This design comes from an exercise in tuning for small area and few clock cycles per item on the open sky130 flow, not from production work.
In this exercise RTL edits were held to simulation tests only and were not proved equivalent to the original.
Power is estimated from default activity; no workload was simulated.

==> flow/design.v (outline; a module is shown in full before it is edited, if it fits) <==
// module fpq_mul: 786 lines
// module fpq_delay: 191 lines
// module feedback_paced_drop_tail_queue_top: 234 lines
module feedback_paced_drop_tail_queue_top #(
	parameter int unsigned QUEUE_DEPTH = 64,
	parameter int unsigned SCALE_MAX   = 255
) (
	input  logic        clk,
	input  logic        arst_n,
	input  logic        psel,
	input  logic        penable,
	input  logic        pwrite,
	input  logic [3:0]  paddr,
	input  logic [31:0] pwdata,
	output logic [31:0] prdata,
	output logic        pready,
	input  logic        item_valid,
	output logic        item_stall,
	input  logic [1:0]  action,
	input  logic [31:0] now_time,
	input  logic [15:0] packet_tag,
	input  logic [19:0] packet_duration,
	input  logic        queue_full_flag,
	input  logic        receiver_full_flag,
	output logic        result_valid,
	input  logic        result_stall,
	output logic        sent_valid,
	output logic [15:0] sent_tag,
	output logic [24:0] service_delay,
	output logic        start_service_now,
	output logic        dropped,
	output logic [6:0]  queue_length,
	output logic [7:0]  scale_tenths
);
  // ...
==> flow/run.sh <==
#!/bin/bash
# synth_recipe.tcl (not shown) runs the flow's synth.tcl, then flattens the netlist and writes it again
# the make line also repeats each setting of config.mk as NAME=value (left out here)
make -C /OpenROAD-flow-scripts/flow DESIGN_CONFIG=/design/flow/config.mk WORK_HOME=/design/flow/orfs CLKGATE_MAP_FILE= SYNTH_SCRIPT=/design/flow/synth_recipe.tcl finish
==> flow/config.mk <==
export PLATFORM = sky130hd
export DESIGN_NAME = feedback_paced_drop_tail_queue_top
export DESIGN_NICKNAME = feedback_paced_drop_tail_queue_top
export VERILOG_FILES = /design/flow/design.v
export SDC_FILE = /design/flow/constraint.sdc
export NUM_CORES = 4
export LEC_CHECK = 0
export CAP_MARGIN = 20
export CORE_MARGIN = 2
export CORE_UTILIZATION = 40
export SLEW_MARGIN = 20
==> flow/constraint.sdc <==
create_clock -name core_clock -period 7.2 [get_ports {clk}]
set_input_delay 1.4400 -clock core_clock [delete_from_list [all_inputs] [get_ports {clk}]]
set_output_delay 1.4400 -clock core_clock [all_outputs]
set_load 0.01 [all_outputs]
==> metrics.md, run 1 <==
| Metric | Value |
|---|---|
| Tap cell count | `3515` |
| Routability Congestion | `0.893` |
| Critical path origin | `z_q[25]` |
| Met3 Wirelength | `59500 um` |
| Delay-heaviest family, CP | `compound AO/OA/AOI/OAI gates` |
| Gate Count Post-Synth | `6549` |
| Uppermost layer routed | `met5` |
| Root Driver | `clkbuf_16` |
| Post-layout util | `47.9%` |
| Multiplexer area fraction after synthesis | `0.795%` |
| Cell Area, Placed | `116000 sq um` |
| Buffer share of cell area | `5.76%` |
| Final worst setup slack | `0.306 ns` |
| Fin crit share | `95.8%` |
| Worst clock skew | `0.103 ns` |
| Reg2reg start | `last_q[0]` |
| Worst Path Buf+Inv | `3` |
| CTS Hold Bufs | `0` |
| Peak supply drop | `1110 uV` |
| Drt pass-1 iters | `6` |
| Core Footprint | `262000 sq um` |
| Status | `timing/DRC/antenna clean` |
| H-tree levels | `5` |
| Worst Setup End Kind | `primary output` |
| PwrDens | `372 nW/um^2` |
| Ys flop type | `edfxtp_1` |
| GR met2 Demand/Resource | `46.4%` |
| Crit-path slowest cell | `clkdlybuf4s50_1` |
| Min-Delay Path Depth | `0` |
| Crit-path max FO | `5` |
| Synth top area cells | `edfxtp_1 (68%), fa_1 (4.0%), a22oi_1 (3.3%)` |
| Post-CTS resize count | `9` |
| Unrepaired setup endpoints after global routing | `yes` |
| WL per Instance | `37.7 um` |
| Clock Power Share | `29.4%` |
| Leak | `44.0 nW` |
| Post-route cell area | `125000 sq um` |
| #MultiIn Comb | `3407` |
| Vias in the first global route | `67506` |
| CP endpoint | `service_delay[15]` |
Testbench counts, summed over its fixed seeds: cycles 24,016, items 24,000.
==> module feedback_paced_drop_tail_queue_top, before the edit <==
module feedback_paced_drop_tail_queue_top #(
	parameter int unsigned QUEUE_DEPTH = 64,
	parameter int unsigned SCALE_MAX   = 255
) (
	input  logic        clk,
	input  logic        arst_n,
	input  logic        psel,
	input  logic        penable,
	input  logic        pwrite,
	input  logic [3:0]  paddr,
	input  logic [31:0] pwdata,
	output logic [31:0] prdata,
	output logic        pready,
	input  logic        item_valid,
	output logic        item_stall,
	input  logic [1:0]  action,
	input  logic [31:0] now_time,
	input  logic [15:0] packet_tag,
	input  logic [19:0] packet_duration,
	input  logic        queue_full_flag,
	input  logic        receiver_full_flag,
	output logic        result_valid,
	input  logic        result_stall,
	output logic        sent_valid,
	output logic [15:0] sent_tag,
	output logic [24:0] service_delay,
	output logic        start_service_now,
	output logic        dropped,
	output logic [6:0]  queue_length,
	output logic [7:0]  scale_tenths
);
	localparam int unsigned TAG_W  = fpq_pkg::TAG_W;
	localparam int unsigned DUR_W  = fpq_pkg::DUR_W;
	localparam int unsigned TIME_W = fpq_pkg::TIME_W;
	localparam int unsigned LEN_W  = fpq_pkg::LEN_W;
	localparam int unsigned ENT_W  = TAG_W + DUR_W;
	logic [LEN_W-1:0]  limit_q;
	logic [TIME_W-1:0] backoff_q;
	logic [TIME_W-1:0] raise_q;
	logic              cfg_wr;
	logic [QUEUE_DEPTH-1:0][ENT_W-1:0] mem_q;
	logic [5:0]        last_pop_q;
	logic [6:0]        count_q;
	logic              busy_q;
	logic [7:0]        scale_q;
	logic [9:0]        t_q;
	logic [TIME_W-1:0] last_q;
	logic              valid0_q;
	logic              sent0_q;
	logic              start0_q;
	logic              dropped0_q;
	logic              result_valid_q;
	logic              sent_q;
	logic              start_q;
	logic              dropped_q;
	logic [6:0]        qlen_q;
	logic [7:0]        scale_out_q;
	logic [TAG_W-1:0]  tag_q;
	logic [30:0]       z_q;
	logic              adv;
	logic              acc;
	logic [TIME_W-1:0] elapsed;
	logic              dec;
	logic              raise_hit;
	logic              inc;
	logic              pop;
	logic              go_idle;
	logic              drop;
	logic              push;
	logic              start;
	logic [5:0]        tail;
	logic [QUEUE_DEPTH-1:0] at_last;
	logic [DUR_W-1:0]  head_dur;
	logic [24:0]       d17;
	logic [24:0]       d17_q;
	logic [TAG_W-1:0]  rd_tag;
	assign pready = 1'b1;
	assign cfg_wr = psel && penable && pwrite;
	always_ff @(posedge clk or negedge arst_n) begin
		if (!arst_n) begin
			limit_q   <= fpq_pkg::QUEUE_LIMIT_RST;
			backoff_q <= fpq_pkg::BACKOFF_RST;
			raise_q   <= fpq_pkg::RAISE_RST;
		end else if (cfg_wr) begin
			case (paddr[3:2])
				fpq_pkg::REG_QUEUE_LIMIT: limit_q   <= pwdata[LEN_W-1:0];
				fpq_pkg::REG_BACKOFF:     backoff_q <= pwdata;
				fpq_pkg::REG_RAISE:       raise_q   <= pwdata;
				default: ;
			endcase
		end
	end
	always_comb begin
		case (paddr[3:2])
			fpq_pkg::REG_QUEUE_LIMIT: prdata = 32'(limit_q);
			fpq_pkg::REG_BACKOFF:     prdata = backoff_q;
			fpq_pkg::REG_RAISE:       prdata = raise_q;
			default:                  prdata = 32'd0;
		endcase
	end
	assign adv        = !result_valid_q || !result_stall;
	assign item_stall = !adv;
	assign acc        = item_valid && adv;
	always_comb begin
		elapsed   = now_time - last_q;
		dec       = (action != fpq_pkg::ACT_IGNORED) && (elapsed >= backoff_q) &&
			(scale_q > 8'd1);
		raise_hit = (action == fpq_pkg::ACT_FEEDBACK) &&
			(queue_full_flag || receiver_full_flag) && (elapsed >= raise_q);
		inc       = raise_hit && (dec || scale_q != 8'd255);
		pop       = (action == fpq_pkg::ACT_SERVICE_END) && (count_q != 7'd0);
		go_idle   = (action == fpq_pkg::ACT_SERVICE_END) && (count_q == 7'd0);
		drop      = (action == fpq_pkg::ACT_ARRIVAL) &&
			((count_q >= limit_q) || count_q[6]);
		push      = (action == fpq_pkg::ACT_ARRIVAL) && !drop;
		start     = push && !busy_q;
		tail      = last_pop_q + 6'd1 + count_q[5:0];
	end
	always_ff @(posedge clk or negedge arst_n) begin
		if (!arst_n) begin
			last_pop_q <= '0;
			count_q    <= '0;
			busy_q     <= 1'b0;
			scale_q    <= '0;
			t_q        <= 10'd30;
			last_q     <= '0;
		end else if (acc) begin
			if (push) begin
				count_q <= count_q + 7'd1;
			end else if (pop) begin
				count_q <= count_q - 7'd1;
			end
			if (inc && !dec) begin
				scale_q <= scale_q + 8'd1;
				t_q     <= t_q + 10'd3;
			end else if (dec && !inc) begin
				scale_q <= scale_q - 8'd1;
				t_q     <= t_q - 10'd3;
			end
			if (raise_hit) begin
				last_q <= now_time;
			end
			if (pop) begin
				last_pop_q <= last_pop_q + 6'd1;
			end
			if (pop || start) begin
				busy_q <= 1'b1;
			end else if (go_idle) begin
				busy_q <= 1'b0;
			end
		end
	end
	always_ff @(posedge clk) begin
		for (int i = 0; i < QUEUE_DEPTH; i++) begin
			if (acc && push && tail == 6'(i)) begin
				mem_q[i] <= {packet_tag, packet_duration};
			end
		end
	end
	always_ff @(posedge clk or negedge arst_n) begin
		if (!arst_n) begin
			valid0_q   <= 1'b0;
			sent0_q    <= 1'b0;
			start0_q   <= 1'b0;
			dropped0_q <= 1'b0;
		end else if (adv) begin
			valid0_q   <= acc;
			sent0_q    <= acc && pop;
			start0_q   <= start;
			dropped0_q <= drop;
		end
	end
	always_comb begin
		for (int i = 0; i < QUEUE_DEPTH; i++) begin
			at_last[i] = last_pop_q == 6'(i);
		end
	end
	always_comb begin
		head_dur = '0;
		for (int i = 0; i < QUEUE_DEPTH; i++) begin
			head_dur = head_dur | (mem_q[i][DUR_W-1:0] &
				{DUR_W{acc && pop && at_last[(i + QUEUE_DEPTH - 1) % QUEUE_DEPTH]}});
		end
		d17 = 25'(head_dur) + {head_dur, 4'b0000};
	end
	always_ff @(posedge clk) begin
		if (adv) begin
			d17_q <= d17;
		end
	end
	always_comb begin
		rd_tag = '0;
		for (int i = 0; i < QUEUE_DEPTH; i++) begin
			rd_tag = rd_tag | (mem_q[i][ENT_W-1:DUR_W] & {TAG_W{sent0_q && at_last[i]}});
		end
	end
	logic [30:0] z;
	fpq_mul u_mul (
		.d17   (d17_q),
		.t     (t_q),
		.z     (z)
	);
	always_ff @(posedge clk or negedge arst_n) begin
		if (!arst_n) begin
			result_valid_q <= 1'b0;
		end else if (adv) begin
			result_valid_q <= valid0_q;
		end
	end
	always_ff @(posedge clk) begin
		if (adv) begin
			sent_q      <= sent0_q;
			start_q     <= start0_q;
			dropped_q   <= dropped0_q;
			qlen_q      <= count_q;
			scale_out_q <= scale_q;
			tag_q       <= rd_tag;
			z_q         <= z;
		end
	end
	logic [24:0] delay;
	fpq_delay u_delay (
		.z     (z_q),
		.delay (delay)
	);
	assign result_valid      = result_valid_q;
	assign sent_valid        = sent_q;
	assign sent_tag          = tag_q;
	assign service_delay     = delay;
	assign start_service_now = start_q;
	assign dropped           = dropped_q;
	assign queue_length      = qlen_q;
	assign scale_tenths      = scale_out_q;
endmodule
==> run 2: changes to the inputs <==
--- a/flow/design.v
+++ b/flow/design.v
@@ -1055,5 +1055,7 @@
 	logic              adv;
 	logic              acc;
-	logic [TIME_W-1:0] elapsed;
+	logic              wrapped;
+	logic              past_backoff;
+	logic              past_raise;
 	logic              dec;
 	logic              raise_hit;
@@ -1070,4 +1072,16 @@
 	logic [24:0]       d17_q;
 	logic [TAG_W-1:0]  rd_tag;
+	function automatic logic elapsed_ge(input logic [TIME_W-1:0] now,
+			input logic [TIME_W-1:0] last, input logic [TIME_W-1:0] lim,
+			input logic wrap);
+		logic [33:0] a, b, c, sum, carry, d;
+		a     = {2'b00, now};
+		b     = {2'b11, ~last};
+		c     = {2'b11, ~lim};
+		sum   = a ^ b ^ c;
+		carry = {(a[32:0] & b[32:0]) | (a[32:0] & c[32:0]) | (b[32:0] & c[32:0]), 1'b0};
+		d     = sum + carry + 34'd2;
+		elapsed_ge = wrap ? (!d[33] || d[32]) : !d[33];
+	endfunction
 	assign pready = 1'b1;
 	assign cfg_wr = psel && penable && pwrite;
@@ -1098,9 +1112,11 @@
 	assign acc        = item_valid && adv;
 	always_comb begin
-		elapsed   = now_time - last_q;
-		dec       = (action != fpq_pkg::ACT_IGNORED) && (elapsed >= backoff_q) &&
+		wrapped      = now_time < last_q;
+		past_backoff = elapsed_ge(now_time, last_q, backoff_q, wrapped);
+		past_raise   = elapsed_ge(now_time, last_q, raise_q, wrapped);
+		dec       = (action != fpq_pkg::ACT_IGNORED) && past_backoff &&
 			(scale_q > 8'd1);
 		raise_hit = (action == fpq_pkg::ACT_FEEDBACK) &&
-			(queue_full_flag || receiver_full_flag) && (elapsed >= raise_q);
+			(queue_full_flag || receiver_full_flag) && past_raise;
 		inc       = raise_hit && (dec || scale_q != 8'd255);
 		pop       = (action == fpq_pkg::ACT_SERVICE_END) && (count_q != 7'd0);
@@ -1175,7 +1191,7 @@
 		for (int i = 0; i < QUEUE_DEPTH; i++) begin
 			head_dur = head_dur | (mem_q[i][DUR_W-1:0] &
-				{DUR_W{acc && pop && at_last[(i + QUEUE_DEPTH - 1) % QUEUE_DEPTH]}});
+				{DUR_W{at_last[(i + QUEUE_DEPTH - 1) % QUEUE_DEPTH]}});
 		end
-		d17 = 25'(head_dur) + {head_dur, 4'b0000};
+		d17 = (25'(head_dur) + {head_dur, 4'b0000}) & {25{acc && pop}};
 	end
 	always_ff @(posedge clk) begin
==> flow/flow/run.sh (new file) <==
#!/bin/bash
# Own layout flow: the standard synthesis unchanged, then the standard
# layout steps with different settings for port buffering, high-fanout
# buffering before placement repair, clock tree. Each
# step's output goes to a log file of its own here.
set -euo pipefail
bash standard.sh synth > synth.log 2>&1
CTS="-sink_clustering_enable -repair_clock_nets -dont_use_dummy_load"
CTS="$CTS -sink_clustering_size 16 -sink_clustering_max_diameter 60"
CTS="$CTS -buf_list {sky130_fd_sc_hd__clkbuf_16}"
bash standard.sh \
	"BUFFER_PORTS_ARGS=-buffer_cell sky130_fd_sc_hd__buf_2" \
	"PRE_RESIZE_TCL=$PWD/flow/pre_resize.tcl" \
	"CTS_ARGS=$CTS" \
	finish > layout.log 2>&1
==> flow/flow/pre_resize.tcl (new file) <==
# Buffer high-fanout nets before clock tree synthesis with small buffers
# only: the write enables and the write data of the packet store.
set_dont_use {sky130_fd_sc_hd__buf_6 sky130_fd_sc_hd__buf_8 sky130_fd_sc_hd__buf_12
	sky130_fd_sc_hd__buf_16 sky130_fd_sc_hd__bufbuf_8 sky130_fd_sc_hd__bufbuf_16
	sky130_fd_sc_hd__clkbuf_8 sky130_fd_sc_hd__clkbuf_16}
==> flow/standard.sh (new file) <==
#!/bin/bash
# synth_recipe.tcl (not shown) runs the flow's synth.tcl, then flattens the netlist and writes it again
# the make line also repeats each setting of config.mk as NAME=value (left out here)
make -C /OpenROAD-flow-scripts/flow DESIGN_CONFIG=/design/flow/config.mk WORK_HOME=/design/flow/orfs CLKGATE_MAP_FILE= SYNTH_SCRIPT=/design/flow/synth_recipe.tcl "${@:-finish}"
--- a/flow/config.mk
+++ b/flow/config.mk
@@ -6,6 +6,8 @@
 export NUM_CORES = 4
 export LEC_CHECK = 0
-export CAP_MARGIN = 20
+export CAP_MARGIN = 10
 export CORE_MARGIN = 2
 export CORE_UTILIZATION = 40
-export SLEW_MARGIN = 20
+export GPL_TIMING_DRIVEN = 0
+export SETUP_SLACK_MARGIN = 0.1
+export SLEW_MARGIN = 10
removed: flow/run.sh
==> run 2 against run 1 <==
Effect of this change: critical endpoint is now d17_q[24]; fmax decreased by 2.1%; largest power group unchanged; critical path depth increased by 6; first-iteration DRC count increased by 0.84%; still clean; wire length up 3.5%; register-to-register slack worse by 0.62 ns.
==> metrics.md, run 2 <==
| Metric | Value |
|---|---|
| Root Driver | `clkbuf_16` |
| Share of the synthesized area in the top cell type | `67.5%` |
| WP data arrival | `7.66 ns` |
| Worst clock skew | `0.142 ns (+0.0396 ns)` |
| Final setup viols | `0` |
| Cell Area, Synth | `106000 sq um` |
| Clk sink count | `2534` |
| Multiplexer area fraction after synthesis | `0.577% (-0.22 points)` |
| Die X | `520 um` |
| Number of I/O port buffers | `203` |
| Area grow syn2layout | `12.0%` |
| Status | `timing/DRC/antenna clean` |
| Inserted Clock Buffers | `201` |
| Gr usage total | `31.1%` |
| Routability Congestion | `0.904 (+1.3%)` |
| Seq/Total Area, Yosys | `70.8%` |
| Period minus WS final | `7.04 ns` |
| Post-synth EDFFs | `2394` |
| Max-slew violations | `0` |
| Largest register FFs | `2304` |
| Clk Latency, worst-skew pair | `0.95 ns` |
| DRT iter0 DRCs | `13305` |
| Largest reg by FF count | `mem_q` |
| Main combinational cell family by area after synthesis | `compound AO/OA/AOI/OAI gates` |
| Cell Area, Placed | `114000 sq um (-2.2%)` |
| Drt pass-1 iters | `6 (unchanged)` |
| Via count | `70932` |
| Hpwl dp | `284000 um` |
| CP Data Required Time | `7.82 ns` |
| Worst-path clk slew | `0.07 ns` |
| Most frequent cells in the layout | `edfxtp_1 (2394), a22o_1 (405), a221oi_1 (379), a22oi_1 (379), inv_1 (342)` |
| Largest area contributor in the netlist | `edfxtp_1` |
| Post-route cell area | `119000 sq um (-4.9%)` |
| PwrDens | `371 nW/um^2 (-0.13%)` |
| Crit-path max FO | `10 (+5)` |
| GRT overflow | `0` |
| Power Total | `0.0443 W` |
| Share of cells above drive strength 1 | `12.7%` |
| H-tree levels | `4 (-1)` |
| DRC | `0` |
| Clk buf depth | `4` |
| Startpoint Class | `register` |
| Worst Setup End Kind | `register` |
| Leak | `41.1 nW (-6.5%)` |
| Gate Count Post-Synth | `6589 (+0.61%)` |
| DRT antenna net count | `0` |
| Syn avg cell area | `16.2 sq um` |
| WL per Instance | `40.1 um (+6.4%)` |
| Max cap viols | `0` |
| CP Class | `register to register` |
| Top post-synthesis cells by count | `edfxtp_1 (2394), a22o_1 (405), a221oi_1 (380)` |
| Post-synth cell types | `75` |
| Full die area | `270000 sq um` |
| Synth top area cells | `edfxtp_1 (68%), fa_1 (5.1%), ha_1 (3.4%)` |
| Post-Route WL | `431000 um` |
| Nets | `7848` |
| I/O pins | `209` |
| Core Footprint | `265000 sq um (+1.3%)` |
| Fmax | `0.142 GHz` |
| Die Y | `520 um` |
| Synth Area in Compound Gates | `11.2%` |
| Synth Area in Adders | `8.46%` |
| TritonCTS clock tree | `done` |
| Syn nets | `7261` |
| XOR/XNOR Fraction of Synth Area | `0.773%` |
| Peak supply drop | `978 uV (-12%)` |
| Largest net degree at the start of global routing | `65` |
| Dominant cell by count in the synthesized netlist | `edfxtp_1` |
| Async SR Flop Fraction | `5.52%` |
| Yosys reg bits | `2534` |
| Rows | `189` |
| Ys flop type | `edfxtp_1` |
| Unrepaired setup endpoints after global routing | `no` |
| Initial antenna violation count | `35` |
| Final Hold Vio Count | `0` |
| Max transition margin | `2.50%` |
| Hold crit path type | `register to register` |
| Vias in the first global route | `66761 (-1.1%)` |
| Fin crit share | `97.8% (+2.1 points)` |
| YS warnings | `2` |
| Synth Area in Simple Gates | `5.63%` |
| Worst-margin pin slew | `1.46 ns` |
| First-pass GRT wire length | `574000 um` |
| Most common library cell in the layout ignoring fill and taps | `edfxtp_1` |
| Initial core utilization | `40.2%` |
| Post-DR vias/cell | `6.60` |
==> run 2: worst paths after layout <==
path,from,end,slack [ns],depth (start not counted)
max in group asynchronous,arst_n,t_q[7],5.35,2
min reg2reg,scale_q[2],scale_out_q[2],0.46,0
max,last_pop_q[0],d17_q[24],0.16,22
max reg2reg,last_pop_q[0],d17_q[24],0.16,22
min in group asynchronous,arst_n,sent0_q,0.53,1
min,scale_q[2],scale_out_q[2],0.46,0
==> run 2: kinds of logic after synthesis <==
kind of cell	count (synthesis)
simple gates	1139
flops	2534
compound gates	1521
fa+ha+maj	557
buf+inv	687
other cells	1
xor+xnor	94
mux	56
==> run 2: area by class of cell <==
cell class                 count  area (sq um)
timing repair buffer         389          2410
antenna                       39          97.6
fill                       23156        146000
tap                         3533          4420
sequential                  2534         75400
clock buffer                 201          5030
multi-input combinational   3368         28900
buffer                       338          1660
inverter                     344          1290
==> run 2: repair_timing <==
action / CTS / global route
gates resized for setup: 45 / 65
setup buffers: 0 / 3
hold buffers: 0 / 0
endpoints found under the setup margin: 10 / 11
==> run 2: power breakdown <==
part | internal [W] | switching (W) | leakage (nW) | total [W]
combinational | 0.00645 | 0.0104 | 15.3 | 0.0168
sequential | 0.0170 | 0.000563 | 23.3 | 0.0175
clock | 0.00490 | 0.00502 | 2.48 | 0.00992
==> run 2: per-layer routing <==
| metal | up-vias | share of wire [%] | track usage, % |
|---|---|---|---|
| met4 | 22 | 7.7 | 19.7 |
| li1 | 26990 | - | - |
| met3 | 1579 | 14 | 9.49 |
| met1 | 36023 | 34 | 39.0 |
| met2 | 6318 | 44 | 47.1 |
| met5 | - | 0.049 | 0 |
==> run 2: through the flow <==
step	setup TNS, ns	setup WS, ns	cells	utilization (%)	hold WS [ns]
after floorplan	0	0.262	6589	-	0.423
after global placement	-	-6.92	10325	42.2	0.432
after detailed placement	-5.73	-0.900	10508	43.0	0.438
after CTS	0	0.111	10704	44.9	0.457
after global routing	0	0.123	10716	45.0	0.476
final	0	0.156	10746	45.0	0.458
==> run 2: worst max-delay path: stages (launching register included) <==
cell and delay (ns):
dfrtp_1 0.44, inv_1 0.36, ha_1 0.43, nand2_1 0.28, nor2_1 0.29, buf_2 0.58, buf_2 0.71, a221oi_1 0.20
nand4_1 0.19, nor3_1 0.08, nand2_1 0.17, ha_1 0.20, inv_1 0.06, fa_1 0.43, nor2b_1 0.15, o21ai_0 0.11
a21boi_0 0.32, o221ai_1 0.29, o21ai_1 0.31, nor4_1 0.12, o31a_1 0.38, nor3_1 0.24, and4_1 0.39
Testbench counts of run 2, summed over its fixed seeds: cycles 24,016, items 24,000.

-- what the ideal ports hide --
How much do the figures lean on ideal ports? The routed layouts below were timed once more, with nothing changed but the port constraints.
Step 1, drivers: a clkbuf_16 drives clk and a buf_2 each remaining input, both assumed.
Step 2 adds t to the input delays and takes it off the output delays; t is the mean of the earliest and latest rising clock arrival at the registers after step 1. Input paths then give back, and output paths get back, about the clock's delay inside the block.
a / b / c = ideal ports / drivers / drivers and shift; a / b = the first two.
run | t, ns | setup WS [ns] | worst register clock-pin slew, ns
run 1 | 1.025 | 0.306 / 0.213 / -0.577 | 0.07 / 0.07
run 2 | 0.976 | 0.156 / 0.156 / -0.136 | 0.08 / 0.08
Met with ideal ports but missed after step 2: setup timing in run 1 and run 2. The setup slack of run 1, which loses most, moves by -0.093 ns with the drivers and by -0.883 ns with both steps.
